This design comes from an exercise in tuning for small area on the open sky130 flow, not from production work.
Function was checked by simulation only, so behaviour that the tests miss may differ from the original.
Power and IR drop assume default switching activity.

==> design/flow/design.v <==
`timescale 1ns/1ps
`default_nettype none
module dma_rx_csr (
   input  logic                        clk,
   input  logic                        rst,
   input  logic [8-1:0]      avmm_address,
   input  logic                        avmm_read,
   input  logic                        avmm_write,
   input  logic [32-1:0]      avmm_writedata,
   input  logic [32/8-1:0]    avmm_byteenable,
   output logic [32-1:0]      avmm_readdata,
   output logic                        avmm_readdatavalid,
   output logic [3-1:0]          cfg_drop_en,
   output logic [8*3-1:0]        cfg_threshold
);
   localparam logic [8-1:0] EN_OFS = 8'(0);
   logic [8-1:0] ofs;
   logic [32-1:0] rd_word;
   logic [7:0]             rd_data_q;
   logic                   rd_valid_q;
   function automatic logic [8-1:0] thresh_ofs(input integer c);
      thresh_ofs = 8'(4 + c * 4);
   endfunction
   assign ofs = avmm_address - 8'('h60);
   always_ff @(posedge clk) begin
      if (rst) begin
         for (int c = 0; c < 3; c++) begin
            cfg_drop_en[c]         <= 1'b0;
            cfg_threshold[8*c +: 8] <= 8'hFF;
         end
      end else if (avmm_write && avmm_byteenable[0]) begin
         for (int c = 0; c < 3; c++) begin
            if (ofs == EN_OFS)
               cfg_drop_en[c] <= avmm_writedata[c];
            if (ofs == thresh_ofs(c))
               cfg_threshold[8*c +: 8] <= avmm_writedata[7:0];
         end
      end
   end
   always_comb begin
      rd_word = '0;
      for (int c = 0; c < 3; c++) begin
         if (ofs == EN_OFS)
            rd_word[c] = cfg_drop_en[c];
         if (ofs == thresh_ofs(c))
            rd_word = 32'(cfg_threshold[8*c +: 8]);
      end
   end
   always_ff @(posedge clk) begin
      rd_data_q <= rd_word[7:0];
   end
   always_ff @(posedge clk) begin
      if (rst)
         rd_valid_q <= 1'b0;
      else
         rd_valid_q <= avmm_read;
   end
   assign avmm_readdata      = 32'(rd_data_q);
   assign avmm_readdatavalid = rd_valid_q;
endmodule
`default_nettype wire
`timescale 1ns/1ps
`default_nettype none
module dma_rx_chan_admit #(
   parameter int CHAN = 0
) (
   input  logic                       clk,
   input  logic                       rst,
   input  logic                       accept,
   input  logic                       accept_n,
   input  logic                       in_tlast,
   input  logic [2:0]                 in_egr_port,
   input  logic                       in_mcast_en,
   input  logic [3-1:0]         in_mcast_port,
   input  logic                       cfg_drop_en,
   input  logic [7:0]                 cfg_threshold,
   input  logic [4-1:0]          occ,
   output logic                       wr,
   output logic                       wr_n,
   output logic                       wr_tlast,
   output logic                       drop_event
);
   localparam logic [2:0] MY_PORT = 3'(2 + CHAN);
   localparam logic PASS  = 1'b0;
   localparam logic TRUNC = 1'b1;
   logic match;
   logic hit;
   logic over;
   logic trunc_end;
   logic state_q;
   logic state_d;
   always_comb begin
      if (in_mcast_en)
         match = in_mcast_port[CHAN];
      else
         match = (in_egr_port == MY_PORT);
   end
   assign hit = accept & match;
   assign over = cfg_drop_en & ~in_tlast & (8'(occ) > cfg_threshold);
   assign wr   = hit & (state_q == PASS);
   assign wr_n = accept_n | ~match | (state_q == TRUNC);
   always_comb begin
      state_d   = state_q;
      wr_tlast  = in_tlast;
      trunc_end = 1'b0;
      if (hit) begin
         if (state_q == TRUNC) begin
            if (in_tlast) begin
               state_d   = PASS;
               trunc_end = 1'b1;
            end
         end else if (over) begin
            wr_tlast = 1'b1;
            state_d  = TRUNC;
         end
      end
   end
   always_ff @(posedge clk) begin
      if (rst) begin
         state_q    <= PASS;
         drop_event <= 1'b0;
      end else begin
         state_q    <= state_d;
         drop_event <= trunc_end;
      end
   end
endmodule
`default_nettype wire
`timescale 1ns/1ps
`default_nettype none
module dma_rx_phase_dec #(
   parameter int W = 1
) (
   input  logic         phase,
   input  logic [W-1:0] din,
   output logic [W-1:0] dout
);
   assign dout = din ^ {W{phase}};
endmodule
module dma_rx_chan_fifo (
   input  logic                       clk,
   input  logic                       rst,
   input  logic                       phase,
   input  logic                       wr,
   input  logic                       wr_n,
   input  logic [64-1:0]        wr_tdata_enc,
   input  logic [64/8-1:0]      wr_tkeep_enc,
   input  logic                       wr_tlast,
   output logic                       out_valid,
   output logic [64-1:0]        out_tdata,
   output logic [64/8-1:0]      out_tkeep,
   output logic                       out_tlast,
   input  logic                       out_ready,
   output logic [4-1:0]          occ,
   output logic                       room,
   output logic                       room_n
);
   localparam int DEPTH      = (16 - 4 + 1);
   localparam int OW         = 4;
   localparam int BW         = 64 + 64/8 + 1;
   localparam logic [OW-1:0] ROOM_LIMIT = OW'(16 - 4);
   logic [BW-1:0]    slot_q [DEPTH];
   logic [BW-1:0]    wr_w;
   logic [BW-1:0]    wr_nw;
   logic [BW-1:0]    head;
   logic             rd;
   assign wr_w  = {BW{wr}};
   assign wr_nw = {BW{wr_n}};
   always_ff @(posedge clk) begin
      slot_q[0] <= ~((wr_nw | {wr_tdata_enc, wr_tkeep_enc, wr_tlast ^ phase}) & (wr_w | slot_q[0]));
      for (int i = 1; i < DEPTH; i++)
         slot_q[i] <= ~((wr_nw | slot_q[i-1]) & (wr_w | slot_q[i]));
   end
   logic [DEPTH-1:0] rsel;
   for (genvar i = 0; i < DEPTH; i++) begin : gen_rsel
      assign rsel[i] = (occ == OW'(i + 1));
   end
   always_comb begin
      head = '0;
      for (int i = 0; i < DEPTH; i++)
         head = head | (slot_q[i] & {BW{rsel[i]}});
   end
   dma_rx_phase_dec #(.W(BW)) u_dec (
      .phase (phase),
      .din   (head),
      .dout  ({out_tdata, out_tkeep, out_tlast})
   );
   assign out_valid = (occ != '0);
   assign rd        = out_valid & out_ready;
   always_ff @(posedge clk) begin
      if (rst) begin
         occ    <= '0;
         room   <= 1'b1;
         room_n <= 1'b0;
      end else begin
         case ({wr, rd})
            2'b10:   occ <= occ + 1'b1;
            2'b01:   occ <= occ - 1'b1;
            default: occ <= occ;
         endcase
         room   <= (occ < ROOM_LIMIT);
         room_n <= ~(occ < ROOM_LIMIT);
      end
   end
endmodule
`default_nettype wire
`timescale 1ns/1ps
`default_nettype none
module dma_rx_dmux (
   input  logic                        clk,
   input  logic                        rst,
   input  logic                        in_valid,
   output logic                        in_ready,
   input  logic [64-1:0]         in_tdata,
   input  logic [64/8-1:0]       in_tkeep,
   input  logic                        in_tlast,
   input  logic [2:0]                  in_egr_port,
   input  logic                        in_mcast_en,
   input  logic [3-1:0]          in_mcast_port,
   output logic [3-1:0]          dma_valid,
   output logic [3*64-1:0] dma_tdata,
   output logic [3*64/8-1:0] dma_tkeep,
   output logic [3-1:0]          dma_tlast,
   input  logic [3-1:0]          dma_ready,
   input  logic [8-1:0]      avmm_address,
   input  logic                        avmm_read,
   input  logic                        avmm_write,
   input  logic [32-1:0]      avmm_writedata,
   input  logic [32/8-1:0]    avmm_byteenable,
   output logic [32-1:0]      avmm_readdata,
   output logic                        avmm_readdatavalid,
   output logic [3-1:0]          drop_event
);
   localparam int OW = 4;
   logic [3-1:0]   cfg_drop_en;
   logic [8*3-1:0] cfg_threshold;
   logic [3-1:0]   room;
   logic [3-1:0]   room_n;
   logic                 accept;
   logic                 accept_n;
   logic                 phase;
   logic [64-1:0]  in_tdata_enc;
   logic [64/8-1:0] in_tkeep_enc;
   assign in_ready = &room;
   assign accept   = in_valid & in_ready;
   assign accept_n = ~in_valid | (|room_n);
   always_ff @(posedge clk) begin
      if (rst)
         phase <= 1'b0;
      else
         phase <= ~phase;
   end
   assign in_tdata_enc = in_tdata ^ {64{phase}};
   assign in_tkeep_enc = in_tkeep ^ {(64/8){phase}};
   dma_rx_csr u_csr (
      .clk                (clk),
      .rst                (rst),
      .avmm_address       (avmm_address),
      .avmm_read          (avmm_read),
      .avmm_write         (avmm_write),
      .avmm_writedata     (avmm_writedata),
      .avmm_byteenable    (avmm_byteenable),
      .avmm_readdata      (avmm_readdata),
      .avmm_readdatavalid (avmm_readdatavalid),
      .cfg_drop_en        (cfg_drop_en),
      .cfg_threshold      (cfg_threshold)
   );
   for (genvar c = 0; c < 3; c++) begin : gen_chan
      logic                  wr;
      logic                  wr_n;
      logic                  wr_tlast;
      logic [OW-1:0]         occ;
      dma_rx_chan_admit #(.CHAN(c)) u_admit (
         .clk           (clk),
         .rst           (rst),
         .accept        (accept),
         .accept_n      (accept_n),
         .in_tlast      (in_tlast),
         .in_egr_port   (in_egr_port),
         .in_mcast_en   (in_mcast_en),
         .in_mcast_port (in_mcast_port),
         .cfg_drop_en   (cfg_drop_en[c]),
         .cfg_threshold (cfg_threshold[8*c +: 8]),
         .occ           (occ),
         .wr            (wr),
         .wr_n          (wr_n),
         .wr_tlast      (wr_tlast),
         .drop_event    (drop_event[c])
      );
      dma_rx_chan_fifo u_fifo (
         .clk          (clk),
         .rst          (rst),
         .phase        (phase),
         .wr           (wr),
         .wr_n         (wr_n),
         .wr_tdata_enc (in_tdata_enc),
         .wr_tkeep_enc (in_tkeep_enc),
         .wr_tlast     (wr_tlast),
         .out_valid    (dma_valid[c]),
         .out_tdata    (dma_tdata[c*64 +: 64]),
         .out_tkeep    (dma_tkeep[c*64/8 +: 64/8]),
         .out_tlast    (dma_tlast[c]),
         .out_ready    (dma_ready[c]),
         .occ          (occ),
         .room         (room[c]),
         .room_n       (room_n[c])
      );
   end
endmodule
`default_nettype wire
==> design/flow/flow/run.sh <==
#!/bin/bash
# Standard ORFS layout (the standard.sh) with two changes:
#  - port buffers use the smallest buffer cell instead of ORFS's default pick
#  - CTS uses small clock buffers and no dummy loads
set -euo pipefail
export BUFFER_PORTS_ARGS="-buffer_cell sky130_fd_sc_hd__buf_1"
export CTS_ARGS="-sink_clustering_enable -repair_clock_nets -dont_use_dummy_load -buf_list sky130_fd_sc_hd__clkbuf_4 -sink_clustering_size 8 -sink_clustering_max_diameter 30"
bash standard.sh finish > flow_make.log 2>&1
==> design/flow/standard.sh <==
#!/bin/bash
# synth_recipe.tcl (not shown) runs the flow's synth.tcl, then flattens the netlist and writes it again
# the make line also repeats each setting of config.mk as NAME=value (left out here)
make -C /OpenROAD-flow-scripts/flow DESIGN_CONFIG=/design/flow/config.mk WORK_HOME=/design/flow/orfs CLKGATE_MAP_FILE= SYNTH_SCRIPT=/design/flow/synth_recipe.tcl "${@:-finish}"
==> design/flow/config.mk <==
export PLATFORM = sky130hd
export DESIGN_NAME = dma_rx_dmux
export DESIGN_NICKNAME = dma_rx_dmux
export VERILOG_FILES = /design/flow/design.v
export SDC_FILE = /design/flow/constraint.sdc
export NUM_CORES = 4
export LEC_CHECK = 0
export CAP_MARGIN = 10
export CELL_PAD_IN_SITES_DETAIL_PLACEMENT = 1
export CELL_PAD_IN_SITES_GLOBAL_PLACEMENT = 1
export CORE_MARGIN = 2
export CORE_UTILIZATION = 55
export PLACE_DENSITY = 0.8
export SLEW_MARGIN = 10
export SYNTH_HIERARCHICAL = 1
==> design/flow/constraint.sdc <==
create_clock -name core_clock -period 6.0 [get_ports {clk}]
set_input_delay 1.2000 -clock core_clock [delete_from_list [all_inputs] [get_ports {clk}]]
set_output_delay 1.2000 -clock core_clock [all_outputs]
set_load 0.01 [all_outputs]
==> impl_metrics.ini, run 1 <==
[die]
fp.dieW_um = 433
start_util_pct = 55.3
num_rows = 157
core_area_mm2 = 0.183
io-pin-count = 391
die_height_um = 433
die-area_mm2 = 0.187

[synth]
synth_area_leader_cell = dfxtp_1
synth-edff-count = 0
synth_area_leaders = dfxtp_1, o22ai_1, a22oi_1, xor2_1, clkbuf_1
synth_area_mm2 = 0.101
ys_seq_elements = 2908
yosysWarnings = 13
ys.flop_type = dfxtp_1
async_flop_share_pct = 0
synthDistinctLibCells = 60
syn_inst = 9515
synth_area_per_cell_um2 = 10.6
yosysTopAreaCellShare_pct = 57.6
seq_area_frac_synth_pct = 57.6

[timing]
setup_slack_ns = 0.0746
slew_viol_final = 0
finalCritPeriodShare_pct = 98.8
timing.setup.tns_ns = 0
relSlewSlack_pct = 10.6
fmax_mhz = 169
finClkSkew_ns = 0.0978
final-setup-viol-count = 0
worst_pin_slew_ns = 1.34
rsz0062_at_grt = no
fin_crit_ns = 5.93
final-hold-violation-count = 0

[placement]
post-place-ws_ns = 1.23
port_buffers = 339
place.gp.congestion = 0.863
dpl.hpwl_um = 206000

[hold_path]
hp-class = in2reg
hold_end = u_csr.cfg_threshold[11]
min_path_cells = 3
hold_start = avmm_writedata[3]

[detailed_routing]
ant_nets = 0
dr.pass1.iters = 8
wire_per_inst_um = 28.3
vias = 84200
vias_per_cell = 6.93
first_iter_violations = 8359
drcViolationCount = 0
routed_wl_um = 344000

[worst_setup_path]
crit_fanout = 11
critPathLaunchType = register
reg2regPathDepth = 4
required_ns = 4.80
critical_path.cell_chain = inv_1 > ha_1 > and3b_2 > buf_4 > a22oi_1 > and3_1 > nand4_1 > xor2_1 > buf_1
slowest_stage = ha_1
crit_path_end_kind = primary output
slowest_delay_ns = 0.67
worstReg2RegStart = phase
timing.rr.end = gen_chan[1].u_fifo.slot_q[0][55]
critPathKind = reg2out
r2r_slack_ns = 2.69
worst-path-buf-inv = 3
worst_ep_arrival_time_ns = 4.73
worst_path_dominant_cell_family = simple AND/OR/NAND/NOR gates

[cells_and_area]
drive_gt1_share_pct = 9.65
final_nets = 9814
area_delta_synth_final_pct = 6.80
fin_util_pct = 59.0

[grt]
grt_max_degree = 266
gr-usage-all-layers_pct = 35.2
grt_pass1_vias = 84000
grt_overflow = 0
grt_pass1_wl_um = 511000
grt_antenna_before_repair = 38

[clock_network]
htreeDepth = 6
clock-sinks = 2908
cts_tree = built
clk_pin_slew_ns = 0.09
clk_path_buf_depth = 4
cts_buffers = 566
insertion_delay_ns = 1.42
root_buffer = clkbuf_4

[job]
maxCapViolCount = 0

[pwr]
power_density_mw_per_mm2 = 503
p_leak_nw = 39.4
ir_worst_vdd_v = 0.000229

[status]
status = complete, no violations
[modules after synthesis (local to each module, per instance), excerpt]
module	area, µm²	times used	flops+latches	cells inside
dma_rx_chan_fifo	31800	3	955	2975
dma_rx_csr	1710	1	36	172
dma_rx_dmux	840	1	1	85
[repair_timing]
action,4_1_cts,5_1_grt
resized for setup,7,3
hold endpoints to repair,13,0
pin swaps,1,0
hold buffers,8,0
setup endpoints to repair,86,8
cloned,3,0
setup buffers,1,0
[Yosys cell counts, drive strengths merged (3+ instances only)]
cell    number
and3b       24
or3         38
clkbuf     613
or4b         6
a22o       102
and2         5
and4        47
nor3b       10
nor2        54
a21o         3
a21oi       47
nor2b       14
nand3      112
a222oi      21
xor2       301
o211ai       3
mux4         3
a221o        9
nor4         4
ha          31
a211oi      25
mux2         5
o22ai     2856
dfxtp     2908
o21ai       54
inv         36
nand2      204
nand2b      12
nand3b      51
and3        53
a22oi     1034
xnor2        3
mux2i       99
nand4b      72
buf        427
a221oi      75
a211o        8
nand4      133
[flip-flops by register name, summed over array words and instances (netlist names), 8 cells and up]
signal and count:
gen_chan.u_fifo.slot_q 2847, u_csr.rd_data_q 8, u_csr.cfg_threshold 24, gen_chan.u_fifo.occ 12
[worst max path at each step]
stage | startpoint | end | slack [ns] | depth (start not counted)
final | gen_chan[1].u_fifo.occ[0] | dma_tdata[107] | 0.07 | 9
after global routing | gen_chan[1].u_fifo.occ[0] | dma_tdata[107] | 0.003 | 9
after CTS | gen_chan[1].u_fifo.occ[0] | dma_tdata[115] | 0.005 | 9
after detailed placement | gen_chan[0].u_fifo.occ[1] | dma_tkeep[6] | 1.23 | 9
after global placement | gen_chan[0].u_fifo.occ[1] | dma_tdata[32] | 1.27 | 9
after floorplan | in_egr_port[2] | gen_chan[0].u_fifo.occ[2] | 2.10 | 11
[placed cells by master (no fill, tap or decap), drive strengths merged, types with 5 or more instances in the layout]
master	n
dfxtp	2908
o22ai	2856
a22oi	1034
buf	573
clkbuf	567
xor2	301
nand2	204
nand4	133
nand3	112
a22o	102
mux2i	99
a221oi	75
nand4b	72
nor2	54
o21ai	54
and3	53
nand3b	51
and4	47
a21oi	47
or3	38
inv	36
ha	31
diode	28
and3b	27
a211oi	25
conb	24
a222oi	21
nor2b	14
nand2b	12
nor3b	10
a221o	9
dlygate4sd3	8
a211o	8
or4b	6
mux2	5
and2	5
[cell type report]
cell class | instances | area (µm²)
diodes | 28 | 70.1
clock buffers | 566 | 4250
fillers | 19500 | 74900
inverters | 36 | 135
multi-input cells | 5557 | 38300
flip-flops and latches | 2908 | 58200
well taps | 2464 | 3080
repair buffers | 582 | 3880
[cells by family (layout without fill, tap and decap cells)]
| logic type | Yosys count | count (layout) | share of synthesized area, % |
|---|---|---|---|
| AOI/OAI and AO/OA | 4241 | 4241 | 28.0 |
| buffers and inverters | 1076 | 1184 | 5.25 |
| adders and majority gates | 31 | 31 | 0.384 |
| other | 1 | 52 | 0.00371 |
| DFF | 2908 | 2908 | 57.6 |
| and+or+nand+nor | 847 | 850 | 5.00 |
| muxes | 107 | 107 | 1.10 |
| xor gates and xnor gates | 304 | 304 | 2.63 |
[tightest hold or removal path, stage by stage]
cell	delay [ns]
buf_1	0.07
nor2_1	0.10
mux2i_1	0.14
[metal layers]
layer  global-route usage [%]  wire length, µm  up-vias
li1                         -                -    37900
met1                     44.5           139000    42100
met2                     54.6           157000     3324
met3                     6.65            24900      849
met4                     23.8            22800       12
met5                        0               71        -
[metrics by stage]
| stage | hold WS (ns) | power, mW | instances | instance area [µm²] |
|---|---|---|---|---|
| floorplan | 0.420 | 37.1 | 9538 | 101000 |
| CTS | 0.0102 | 54.2 | 12100 | 108000 |
| global route | 0.101 | 56.8 | 12100 | 108000 |
| detailed placement | 0.437 | 43.2 | 11500 | 103000 |
| global placement | 0.429 | 42.3 | 11500 | 103000 |
| finish | 0.167 | 54.3 | 12100 | 108000 |
[power breakdown]
part / leakage (nW) / total, mW / internal (mW) / switching (mW)
clock network: 2.60 / 11.0 / 4.33 / 6.68
logic: 12.3 / 13.5 / 5.49 / 7.96
registers: 24.5 / 29.8 / 25.0 / 4.84
==> run 2: changes to the inputs <==
--- a/design/flow/design.v
+++ b/design/flow/design.v
@@ -69,3 +69,2 @@
    input  logic                       accept,
-   input  logic                       accept_n,
    input  logic                       in_tlast,
@@ -78,3 +77,2 @@
    output logic                       wr,
-   output logic                       wr_n,
    output logic                       wr_tlast,
@@ -99,4 +97,3 @@
    assign over = cfg_drop_en & ~in_tlast & (8'(occ) > cfg_threshold);
-   assign wr   = hit & (state_q == PASS);
-   assign wr_n = accept_n | ~match | (state_q == TRUNC);
+   assign wr = hit & (state_q == PASS);
    always_comb begin
@@ -139,2 +136,24 @@
 endmodule
+module dma_rx_slots #(
+   parameter int W = 1,
+   parameter int N = 1
+) (
+   input  logic         clk,
+   input  logic [N-1:0] sel_h,
+   input  logic [N-1:0] sel_s,
+   input  logic [N-1:0] sel_w,
+   input  logic [W-1:0] wdata,
+   output logic [W-1:0] head
+);
+   logic [W-1:0] slot_q [N];
+   always_ff @(posedge clk) begin
+      for (int i = 0; i < N - 1; i++)
+         slot_q[i] <= ~(({W{sel_h[i]}} & slot_q[i])
+                      | ({W{sel_s[i]}} & slot_q[i+1])
+                      | ({W{sel_w[i]}} & wdata));
+      slot_q[N-1] <= ~(({W{sel_h[N-1]}} & slot_q[N-1])
+                     | ({W{sel_w[N-1]}} & wdata));
+   end
+   assign head = slot_q[0];
+endmodule
 module dma_rx_chan_fifo (
@@ -144,3 +163,2 @@
    input  logic                       wr,
-   input  logic                       wr_n,
    input  logic [64-1:0]        wr_tdata_enc,
@@ -154,4 +172,3 @@
    output logic [4-1:0]          occ,
-   output logic                       room,
-   output logic                       room_n
+   output logic                       room
 );
@@ -161,23 +178,27 @@
    localparam logic [OW-1:0] ROOM_LIMIT = OW'(16 - 4);
-   logic [BW-1:0]    slot_q [DEPTH];
-   logic [BW-1:0]    wr_w;
-   logic [BW-1:0]    wr_nw;
    logic [BW-1:0]    head;
+   logic [BW-1:0]    wdata;
+   logic [DEPTH-1:0] sel_w;      
+   logic [DEPTH-1:0] sel_s;      
+   logic [DEPTH-1:0] sel_h;      
    logic             rd;
-   assign wr_w  = {BW{wr}};
-   assign wr_nw = {BW{wr_n}};
-   always_ff @(posedge clk) begin
-      slot_q[0] <= ~((wr_nw | {wr_tdata_enc, wr_tkeep_enc, wr_tlast ^ phase}) & (wr_w | slot_q[0]));
-      for (int i = 1; i < DEPTH; i++)
-         slot_q[i] <= ~((wr_nw | slot_q[i-1]) & (wr_w | slot_q[i]));
-   end
-   logic [DEPTH-1:0] rsel;
-   for (genvar i = 0; i < DEPTH; i++) begin : gen_rsel
-      assign rsel[i] = (occ == OW'(i + 1));
-   end
-   always_comb begin
-      head = '0;
-      for (int i = 0; i < DEPTH; i++)
-         head = head | (slot_q[i] & {BW{rsel[i]}});
+   assign wdata = {wr_tdata_enc, wr_tkeep_enc, wr_tlast ^ phase};
+   for (genvar i = 0; i < DEPTH; i++) begin : gen_sel
+      assign sel_w[i] = wr & (occ - OW'(rd) == OW'(i));
+      if (i < DEPTH - 1) begin : g_shift
+         assign sel_s[i] = rd & ~sel_w[i];
+         assign sel_h[i] = ~rd & ~sel_w[i];
+      end else begin : g_top
+         assign sel_s[i] = 1'b0;
+         assign sel_h[i] = ~sel_w[i];
+      end
    end
+   dma_rx_slots #(.W(BW), .N(DEPTH)) u_slots (
+      .clk   (clk),
+      .sel_h (sel_h),
+      .sel_s (sel_s),
+      .sel_w (sel_w),
+      .wdata (wdata),
+      .head  (head)
+   );
    dma_rx_phase_dec #(.W(BW)) u_dec (
@@ -193,3 +214,2 @@
          room   <= 1'b1;
-         room_n <= 1'b0;
       end else begin
@@ -201,3 +221,2 @@
          room   <= (occ < ROOM_LIMIT);
-         room_n <= ~(occ < ROOM_LIMIT);
       end
@@ -237,5 +256,3 @@
    logic [3-1:0]   room;
-   logic [3-1:0]   room_n;
    logic                 accept;
-   logic                 accept_n;
    logic                 phase;
@@ -245,3 +262,2 @@
    assign accept   = in_valid & in_ready;
-   assign accept_n = ~in_valid | (|room_n);
    always_ff @(posedge clk) begin
@@ -269,3 +285,2 @@
       logic                  wr;
-      logic                  wr_n;
       logic                  wr_tlast;
@@ -276,3 +291,2 @@
          .accept        (accept),
-         .accept_n      (accept_n),
          .in_tlast      (in_tlast),
@@ -285,3 +299,2 @@
          .wr            (wr),
-         .wr_n          (wr_n),
          .wr_tlast      (wr_tlast),
@@ -294,3 +307,2 @@
          .wr           (wr),
-         .wr_n         (wr_n),
          .wr_tdata_enc (in_tdata_enc),
@@ -304,4 +316,3 @@
          .occ          (occ),
-         .room         (room[c]),
-         .room_n       (room_n[c])
+         .room         (room[c])
       );
--- a/design/flow/flow/run.sh
+++ b/design/flow/flow/run.sh
@@ -3,3 +3,3 @@
 #  - port buffers use the smallest buffer cell instead of ORFS's default pick
-#  - CTS uses small clock buffers and no dummy loads
+#  - CTS uses small clock buffers, small sink clusters and no dummy loads
 set -euo pipefail
==> impl_metrics.ini, run 2 <==
[timing]
timing.setup.tns_ns = 0
whs_ns = 0.150
finalCritPeriodShare_pct = 88.2
final-hold-violation-count = 0
relSlewSlack_pct = 8.66
setup_slack_ns = 0.707
worst_pin_slew_ns = 1.37
final-setup-viol-count = 0
fmax_mhz = 189
finClkSkew_ns = 0.122
fin_crit_ns = 5.29
slew_viol_final = 0
rsz0062_at_grt = no

[clock_network]
cts_tree = built
clk_pin_slew_ns = 0.07
htreeDepth = 6
cts_buffers = 530
clk_path_buf_depth = 4
insertion_delay_ns = 1.40
root_buffer = clkbuf_4
clock-sinks = 2905

[worst_setup_path]
worst_ep_arrival_time_ns = 6.46
reg2regPathDepth = 10
worst_path_dominant_cell_family = simple AND/OR/NAND/NOR gates
slowest_stage = and2_2
cpMostUsedCell = ha_1
slowest_delay_ns = 0.93
r2r_slack_ns = 0.71
critical_path.cell_chain = or4_4 > nand2_4 > inv_2 > ha_1 > ha_1 > nand2_1 > o2bb2ai_2 > and2_2 > buf_12 > a222oi_1
crit_path_end_kind = register
critPathLaunchType = register
timing.rr.end = gen_chan[0].u_fifo.u_slots.slot_q[1][68]
critPathKind = reg2reg
worst-path-buf-inv = 2
required_ns = 7.17
worstReg2RegStart = gen_chan[0].u_fifo.occ[1]
crit_fanout = 45

[grt]
grt_overflow = 0
grt_pass1_wl_um = 512000
grt_antenna_before_repair = 6
gr-usage-all-layers_pct = 34.9
grt_max_degree = 86
grt_pass1_vias = 84500

[synth]
synth_area_per_cell_um2 = 13.2
synth_area_mm2 = 0.102
yosysWarnings = 14
syn_inst = 7711

[die]
fp.dieW_um = 434
num_rows = 157
die_height_um = 434
die-area_mm2 = 0.188
core_area_mm2 = 0.183
start_util_pct = 55.4
io-pin-count = 391

[detailed_routing]
routed_wl_um = 343000
vias = 81500
vias_per_cell = 8.05
dr.pass1.iters = 15
drcViolationCount = 0
first_iter_violations = 19600
wire_per_inst_um = 33.8
ant_nets = 0

[cells_and_area]
layout_common_cells = dfxtp_1, a222oi_1, clkbuf_4
area_delta_synth_final_pct = 3.58
regArea_mm2 = 0.0582
multi_input_area_mm2 = 0.0358
final_common_cell = dfxtp_1
final_nets = 7819
largest_reg_flops = 2847
drive_gt1_share_pct = 13.4
regMostFlops = gen_chan.u_fifo.u_slots.slot_q
reg.largest.list = gen_chan.u_fifo.u_slots.slot_q: 2847 flops, u_csr.cfg_threshold: 24 flops, gen_chan.u_fifo.occ: 12 flops
num-fill-cells = 17700

[pwr]
p_leak_nw = 37.7
ir_worst_vdd_v = 0.000607
netSwitchingPower_mw = 28.0
clockPowerShare_pct = 14.4
power_density_mw_per_mm2 = 702
swShare_pct = 37.8
p_seq_share_pct = 50.1
p_comb_share_pct = 35.5
p_int_mw = 45.9

[hold_path]
hold_start = avmm_writedata[3]
hold_end = u_csr.cfg_threshold[11]
min_path_cells = 3
hp-class = in2reg

[placement]
port_buffers = 339
place.gp.congestion = 0.837
dpl.hpwl_um = 195000
post-place-ws_ns = 0.579

[job]
maxCapViolCount = 0

[status]
status = complete, no violations
run 2: how the worst max path moves through the flow:
stage / from / to / slack [ns] / cells after the start
2_1_floorplan: in_egr_port[0] / gen_chan[0].u_fifo.occ[3] / 2.43 / 10
3_3_place_gp: dma_ready[1] / gen_chan[1].u_fifo.u_slots.slot_q[2][1] / 0.84 / 10
3_5_place_dp: dma_ready[0] / gen_chan[0].u_fifo.u_slots.slot_q[1][34] / 0.58 / 10
4_1_cts: gen_chan[0].u_fifo.occ[1] / gen_chan[0].u_fifo.u_slots.slot_q[4][27] / 0.85 / 10
5_1_grt: gen_chan[0].u_fifo.occ[1] / gen_chan[0].u_fifo.u_slots.slot_q[1][52] / 0.65 / 10
6_report: gen_chan[0].u_fifo.occ[1] / gen_chan[0].u_fifo.u_slots.slot_q[1][68] / 0.71 / 10
run 2: final cells by class:
class                           instances  share of cell area, %
Multi-Input combinational cell       3579                   34.0
Clock buffer                          530                   3.78
Antenna cell                            6                 0.0143
Sequential cell                      2905                   55.3
Timing Repair Buffer                  607                   3.86
Tap cell                             2464                   2.93
Inverter                               33                  0.118
run 2: repair_timing:
| item | 4_1_cts | 5_1_grt |
|---|---|---|
| gates resized for setup | 0 | 0 |
| hold endpoints to repair | 12 | 0 |
| setup buffers | 0 | 0 |
| hold buffers | 8 | 0 |
| endpoints found under the setup margin | 0 | 0 |
run 2: tightest hold or removal path: stages:
cell and delay (ns):
buf_1 0.08, nor2_1 0.08, mux2i_1 0.12
run 2: metal layers:
| layer | up-vias | track usage [%] | part of all wire (%) |
|---|---|---|---|
| met4 | 0 | 24.4 | 7.0 |
| met1 | 41200 | 41.4 | 35 |
| met5 | - | 0 | 0 |
| met3 | 1144 | 9.27 | 12 |
| met2 | 5753 | 55.2 | 46 |
| li1 | 33400 | - | - |
run 2: power by group through the flow:
stage	Combinational [mW]	Sequential [mW]	Clock (mW)
floorplan	21.6	34.3	0
global placement	24.1	36.3	0
detailed placement	25.7	37.0	0
CTS	25.8	36.6	10.8
global route	28.0	37.8	11.7
finish	26.2	37.0	10.6
run 2: metrics by stage:
stage          instance area [µm²]  instances  total power, mW  utilization [%]
2_1_floorplan               102000       7734             55.8                -
3_3_place_gp                101000       9579             60.4             55.2
3_5_place_dp                101000       9579             62.7             55.2
4_1_cts                     105000      10100             73.2             57.4
5_1_grt                     105000      10100             77.5             57.4
6_report                    105000      10100             73.9             57.4
==> run 3: changes to the inputs <==
--- a/design/flow/design.v
+++ b/design/flow/design.v
@@ -153,4 +153,4 @@
                       | ({W{sel_w[i]}} & wdata));
-      slot_q[N-1] <= ~(({W{sel_h[N-1]}} & slot_q[N-1])
-                     | ({W{sel_w[N-1]}} & wdata));
+      slot_q[N-1] <= ~(({W{sel_w[N-1]}} | slot_q[N-1])
+                     & ({W{sel_h[N-1]}} | wdata));
    end
==> design/flow/flow/run.sh (replaced) <==
#!/bin/bash
# Standard ORFS layout (the standard.sh) with two changes:
#  - port buffers use the smallest buffer cell instead of ORFS's default pick
#  - CTS uses small clock buffers, small sink clusters and no dummy loads
set -euo pipefail
export BUFFER_PORTS_ARGS="-buffer_cell sky130_fd_sc_hd__buf_1"
export CTS_ARGS="-sink_clustering_enable -repair_clock_nets -dont_use_dummy_load -buf_list sky130_fd_sc_hd__clkbuf_4 -sink_clustering_size 9 -sink_clustering_max_diameter 30"
bash standard.sh finish > flow_make.log 2>&1
==> impl_metrics.ini, run 3 <==
[grt]
gr-usage-all-layers_pct = 34.7
grt_pass1_vias = 83800
grt_overflow = 0
grt_pass1_wl_um = 507000
grt_max_degree = 82
grt_antenna_before_repair = 9

[worst_setup_path]
slowest_stage = a21oi_4
crit_fanout = 43
critical_path.cell_chain = or4_4 > nand2_4 > inv_2 > ha_1 > ha_1 > nor2b_1 > a22o_1 > a21oi_4 > buf_4 > a222oi_1
reg2regPathDepth = 10
r2r_slack_ns = 0.86
required_ns = 7.22
cpMostUsedCell = ha_1
critPathKind = reg2reg
worstReg2RegStart = gen_chan[1].u_fifo.occ[2]
crit_path_end_kind = register
timing.rr.end = gen_chan[1].u_fifo.u_slots.slot_q[4][56]
critPathLaunchType = register
worst_ep_arrival_time_ns = 6.36
slowest_delay_ns = 0.91

[pwr]
ir_worst_vdd_v = 0.000434
power_density_mw_per_mm2 = 698
p_leak_nw = 37.4

[die]
die-area_mm2 = 0.188
num_rows = 157
io-pin-count = 391
start_util_pct = 55.3
fp.dieW_um = 433
die_height_um = 433
core_area_mm2 = 0.183

[cells_and_area]
fin_cells = 10100
final_common_cell = dfxtp_1
largest_reg_flops = 2847
reg.largest.list = gen_chan.u_fifo.u_slots.slot_q: 2847 flops, u_csr.cfg_threshold: 24 flops, gen_chan.u_fifo.occ: 12 flops
regMostFlops = gen_chan.u_fifo.u_slots.slot_q
final_nets = 7759
layout_common_cells = dfxtp_1, a222oi_1, clkbuf_4
drive_gt1_share_pct = 12.7
fin_area_mm2 = 0.104
num-fill-cells = 18000
area_delta_synth_final_pct = 3.08

[timing]
worst_pin_slew_ns = 1.28
final-hold-violation-count = 0
relSlewSlack_pct = 14.8
rsz0062_at_grt = no
timing.setup.tns_ns = 0
slew_viol_final = 0
fin_crit_ns = 5.14
final-setup-viol-count = 0
finClkSkew_ns = 0.121
fmax_mhz = 195
finalCritPeriodShare_pct = 85.6
whs_ns = 0.125

[detailed_routing]
vias = 81100
first_iter_violations = 19100
dr.pass1.iters = 14
ant_nets = 0
vias_per_cell = 8.06
wire_per_inst_um = 33.7
routed_wl_um = 340000
drcViolationCount = 0

[clock_network]
root_buffer = clkbuf_4
clk_path_buf_depth = 4
insertion_delay_ns = 1.49
cts_buffers = 476
post-cts-setup-buffers = 0
cts_tree = built
clock-sinks = 2905
htreeDepth = 5
clk_pin_slew_ns = 0.09

[synth]
synth_area_mm2 = 0.101
syn_inst = 7711
yosysWarnings = 14
synth_area_per_cell_um2 = 13.1

[hold_path]
hp-class = in2reg
min_path_cells = 5
hold_start = in_mcast_port[1]
hold_end = gen_chan[1].u_admit.drop_event

[job]
maxCapViolCount = 0

[placement]
port_buffers = 339
dp.cells = 9572
place.gp.congestion = 0.834
dpl_cell_area_mm2 = 0.101
dpl.hpwl_um = 192000

[status]
status = complete, no violations
-- run 3: per-layer routing --
metal	routed length (µm)	vias to the layer above	share of wire (%)	global-route usage, %
li1	-	33300	-	-
met1	119000	41100	35	41.4
met2	157000	5669	46	55.9
met3	41400	1022	12	8.25
met4	22900	8	6.7	22.9
met5	46	-	0.014	0
-- run 3: cell type report --
class | count | area [µm²] | share of cell area [%]
flip-flops and latches | 2905 | 58200 | 55.7
multi-input cells | 3579 | 35500 | 34.0
repair buffers | 601 | 3930 | 3.76
clock buffers | 476 | 3570 | 3.42
well taps | 2464 | 3080 | 2.95
inverters | 33 | 124 | 0.119
diodes | 9 | 22.5 | 0.0216
-- run 3: critical path: cells and delay by family (launching register included) --
family / cells / cell delay (ns)
compound gates: 3 / 1.70
fa+ha+maj: 2 / 0.61
buf+inv: 2 / 0.98
flops: 1 / 0.47
simple gates: 3 / 1.10
-- run 3: repair_timing --
action | 4_1_cts | 5_1_grt
resized for setup | 0 | 0
hold endpoints to repair | 16 | 0
hold buffers | 9 | 0
-- run 3: through the flow --
stage	util [%]	power, mW	setup WS [ns]
after floorplan	-	55.7	2.43
after global placement	55.0	60.1	0.908
after detailed placement	55.0	62.4	0.733
after CTS	57.0	72.2	0.950
after global routing	57.0	76.5	0.683
final	57.0	72.9	0.863
-- run 3: worst max-delay path by stage --
stage | from | to | slack (ns) | depth (start not counted)
after CTS | gen_chan[1].u_fifo.occ[2] | gen_chan[1].u_fifo.u_slots.slot_q[4][56] | 0.95 | 10
after floorplan | in_egr_port[0] | gen_chan[0].u_fifo.occ[3] | 2.43 | 10
after detailed placement | dma_ready[1] | gen_chan[1].u_fifo.u_slots.slot_q[4][56] | 0.73 | 10
final | gen_chan[1].u_fifo.occ[2] | gen_chan[1].u_fifo.u_slots.slot_q[4][56] | 0.86 | 10
after global routing | gen_chan[1].u_fifo.occ[2] | gen_chan[1].u_fifo.u_slots.slot_q[4][56] | 0.68 | 10
after global placement | dma_ready[1] | gen_chan[1].u_fifo.u_slots.slot_q[4][71] | 0.91 | 10
-- run 3: report_power, final --
part           switching, mW  total (mW)  leakage, nW  internal, mW
logic                   14.7        26.1         10.5          11.4
registers               6.59        36.8         24.7          30.2
clock network           6.35        9.96         2.19          3.61
total                   27.6        72.9         37.4          45.3
==> run 4: changes to the inputs <==
--- a/design/flow/config.mk
+++ b/design/flow/config.mk
@@ -7,3 +7,3 @@
 export LEC_CHECK = 0
-export CAP_MARGIN = 10
+export CAP_MARGIN = 5
 export CELL_PAD_IN_SITES_DETAIL_PLACEMENT = 1
@@ -13,3 +13,3 @@
 export PLACE_DENSITY = 0.8
-export SLEW_MARGIN = 10
+export SLEW_MARGIN = 5
 export SYNTH_HIERARCHICAL = 1
==> impl_metrics.ini, run 4 <==
[timing]
timing.setup.tns_ns = 0
worst_pin_slew_ns = 1.33
final-hold-violation-count = 0
rsz0062_at_grt = no
slew_viol_final = 0
setup_slack_ns = 0.876
fmax_mhz = 195
final-setup-viol-count = 0
relSlewSlack_pct = 11.4
finClkSkew_ns = 0.129
fin_crit_ns = 5.12
finalCritPeriodShare_pct = 85.4

[pwr]
p_comb_share_pct = 35.7
power_density_mw_per_mm2 = 698
clockPowerShare_pct = 13.7
ir_worst_vdd_v = 0.000433
swShare_pct = 37.9
p_int_mw = 45.2
p_seq_share_pct = 50.6
p_leak_nw = 37.4
netSwitchingPower_mw = 27.6

[cells_and_area]
regMostFlops = gen_chan.u_fifo.u_slots.slot_q
area_delta_synth_final_pct = 3.06
final_common_cell = dfxtp_1
num-fill-cells = 18000
fin_cells = 10100
largest_reg_flops = 2847
regArea_mm2 = 0.0582
final_nets = 7758
drive_gt1_share_pct = 12.7
reg.largest.list = gen_chan.u_fifo.u_slots.slot_q: 2847 flops, u_csr.cfg_threshold: 24 flops, gen_chan.u_fifo.occ: 12 flops
layout_common_cells = dfxtp_1, a222oi_1, clkbuf_4
multi_input_area_mm2 = 0.0355

[grt]
grt_pass1_wl_um = 507000
grt_pass1_vias = 83800
grt_overflow = 0
grt_max_degree = 82
gr-usage-all-layers_pct = 34.7
grt_antenna_before_repair = 9

[synth]
syn_inst = 7711
synth_area_mm2 = 0.101
synth_area_per_cell_um2 = 13.1
yosysWarnings = 14

[placement]
dpl.hpwl_um = 192000
post-place-ws_ns = 0.733
port_buffers = 339
place.gp.congestion = 0.834
dp.cells = 9572

[clock_network]
root_buffer = clkbuf_4
cts_buffers = 476
clk_pin_slew_ns = 0.09
htreeDepth = 5
clk_path_buf_depth = 4
cts_tree = built
insertion_delay_ns = 1.52
cts.repair.resized = 0
post-cts-setup-buffers = 0
clock-sinks = 2905

[worst_setup_path]
crit_fanout = 43
required_ns = 7.23
crit_path_end_kind = register
worst_path_dominant_cell_family = compound AO/OA/AOI/OAI gates
slowest_delay_ns = 0.91
critical_path.cell_chain = or4_4 > nand2_4 > inv_2 > ha_1 > ha_1 > nor2b_1 > a22o_1 > a21oi_4 > buf_4 > a222oi_1
worst_ep_arrival_time_ns = 6.35
worst-path-buf-inv = 2
cpMostUsedCell = ha_1
critPathLaunchType = register
critPathKind = reg2reg
slowest_stage = a21oi_4

[detailed_routing]
routed_wl_um = 340000
vias_per_cell = 8.07
ant_nets = 0
drcViolationCount = 0
vias = 81200
dr.pass1.iters = 14
first_iter_violations = 18800
wire_per_inst_um = 33.8

[die]
die_height_um = 433
die-area_mm2 = 0.188
fp.dieW_um = 433
io-pin-count = 391
start_util_pct = 55.3
core_area_mm2 = 0.183
num_rows = 157

[status]
status = complete, no violations

[hold_path]
hp-class = in2reg

[job]
maxCapViolCount = 0
-- run 4: changes by cell type in the layout (fill, tap and decap cells not counted), sizes merged --
cell,previous run,this run
buf,591,590
-- run 4: worst reg2reg max path, delay by kind of cell, from the launching register on --
family | cells | cell delay [ns]
buffers and inverters | 2 | 1.02
and+or+nand+nor | 3 | 1.10
DFF | 1 | 0.47
adders and majority gates | 2 | 0.62
AOI/OAI and AO/OA | 3 | 1.76
-- run 4: final cells by class --
class	count	area share [%]
Sequential cell	2905	55.7
Multi-Input combinational cell	3579	34.0
Timing Repair Buffer	600	3.74
Clock buffer	476	3.42
Tap cell	2464	2.95
Inverter	33	0.119
Antenna cell	9	0.0216
-- run 4: per-layer routing --
| layer | up-vias | GRT usage [%] | wire length (µm) |
|---|---|---|---|
| met5 | - | 0 | 46 |
| met4 | 8 | 22.9 | 23100 |
| met3 | 1026 | 8.25 | 41800 |
| met2 | 5702 | 55.9 | 156000 |
| met1 | 41100 | 41.4 | 119000 |
| li1 | 33300 | - | - |
-- run 4: power groups by stage --
stage | sequential, mW | clock, mW | combinational [mW]
after floorplan | 34.2 | 0 | 21.5
after global placement | 36.2 | 0 | 23.9
after detailed placement | 36.9 | 0 | 25.6
after CTS | 36.5 | 10.1 | 25.6
after global routing | 37.7 | 11.0 | 27.8
final | 36.8 | 9.97 | 26.0
-- run 4: path summary, 6_finish.rpt --
path	start	end	slack [ns]	cells after the start
max	gen_chan[1].u_fifo.occ[2]	gen_chan[1].u_fifo.u_slots.slot_q[4][56]	0.88	10
min	in_mcast_port[1]	gen_chan[1].u_admit.drop_event	0.12	5
max reg2reg	gen_chan[1].u_fifo.occ[2]	gen_chan[1].u_fifo.u_slots.slot_q[4][56]	0.88	10
min reg2reg	gen_chan[0].u_fifo.u_slots.slot_q[10][60]	gen_chan[0].u_fifo.u_slots.slot_q[9][60]	0.35	1
-- run 4: metrics by stage --
step	hold slack (ns)	cell area, µm²	total power [mW]	utilization (%)
finish	0.120	104000	72.9	57.0
global route	0.108	104000	76.5	57.0
CTS	0.0344	104000	72.2	57.0
detailed placement	0.431	101000	62.4	55.0
global placement	0.426	101000	60.1	55.0
floorplan	0.416	101000	55.7	-
-- run 4: repair_timing --
| action | CTS | global route |
|---|---|---|
| setup endpoints to repair | 0 | 0 |
| hold buffers | 9 | 0 |
| hold endpoints to repair | 16 | 0 |

-- afterwards: timing with drivers on the ports --
In the flow no input, the clock included, has a driving cell. The finished layouts below were timed again as built, in two steps.
Step 1 sets driving cells, clkbuf_16 on the clock port and buf_2 on the other inputs (assumed; they add their load-dependent delay and slew).
Step 2 moves the port delays by t, midway between the first and last clock arrival at a register: inputs arrive t later, outputs are due t later. That takes back most of the time a late clock gives input paths.
Slacks: ideal ports / drivers / drivers and shift; pairs: ideal ports / drivers.
run	shift t [ns]	setup WS [ns]	pins driven straight from the clock port
run 1	1.466	0.075 / -0.020 / 1.446	1
run 2	1.442	0.707 / 0.707 / 0.437	1
run 3	1.524	0.863 / 0.863 / 0.570	1
run 4	1.534	0.876 / 0.876 / 0.576	1
After both steps setup and hold are still met in every run listed. The setup slack of run 4, which loses most, moves by 0.000 ns with the drivers and by -0.300 ns with both steps.
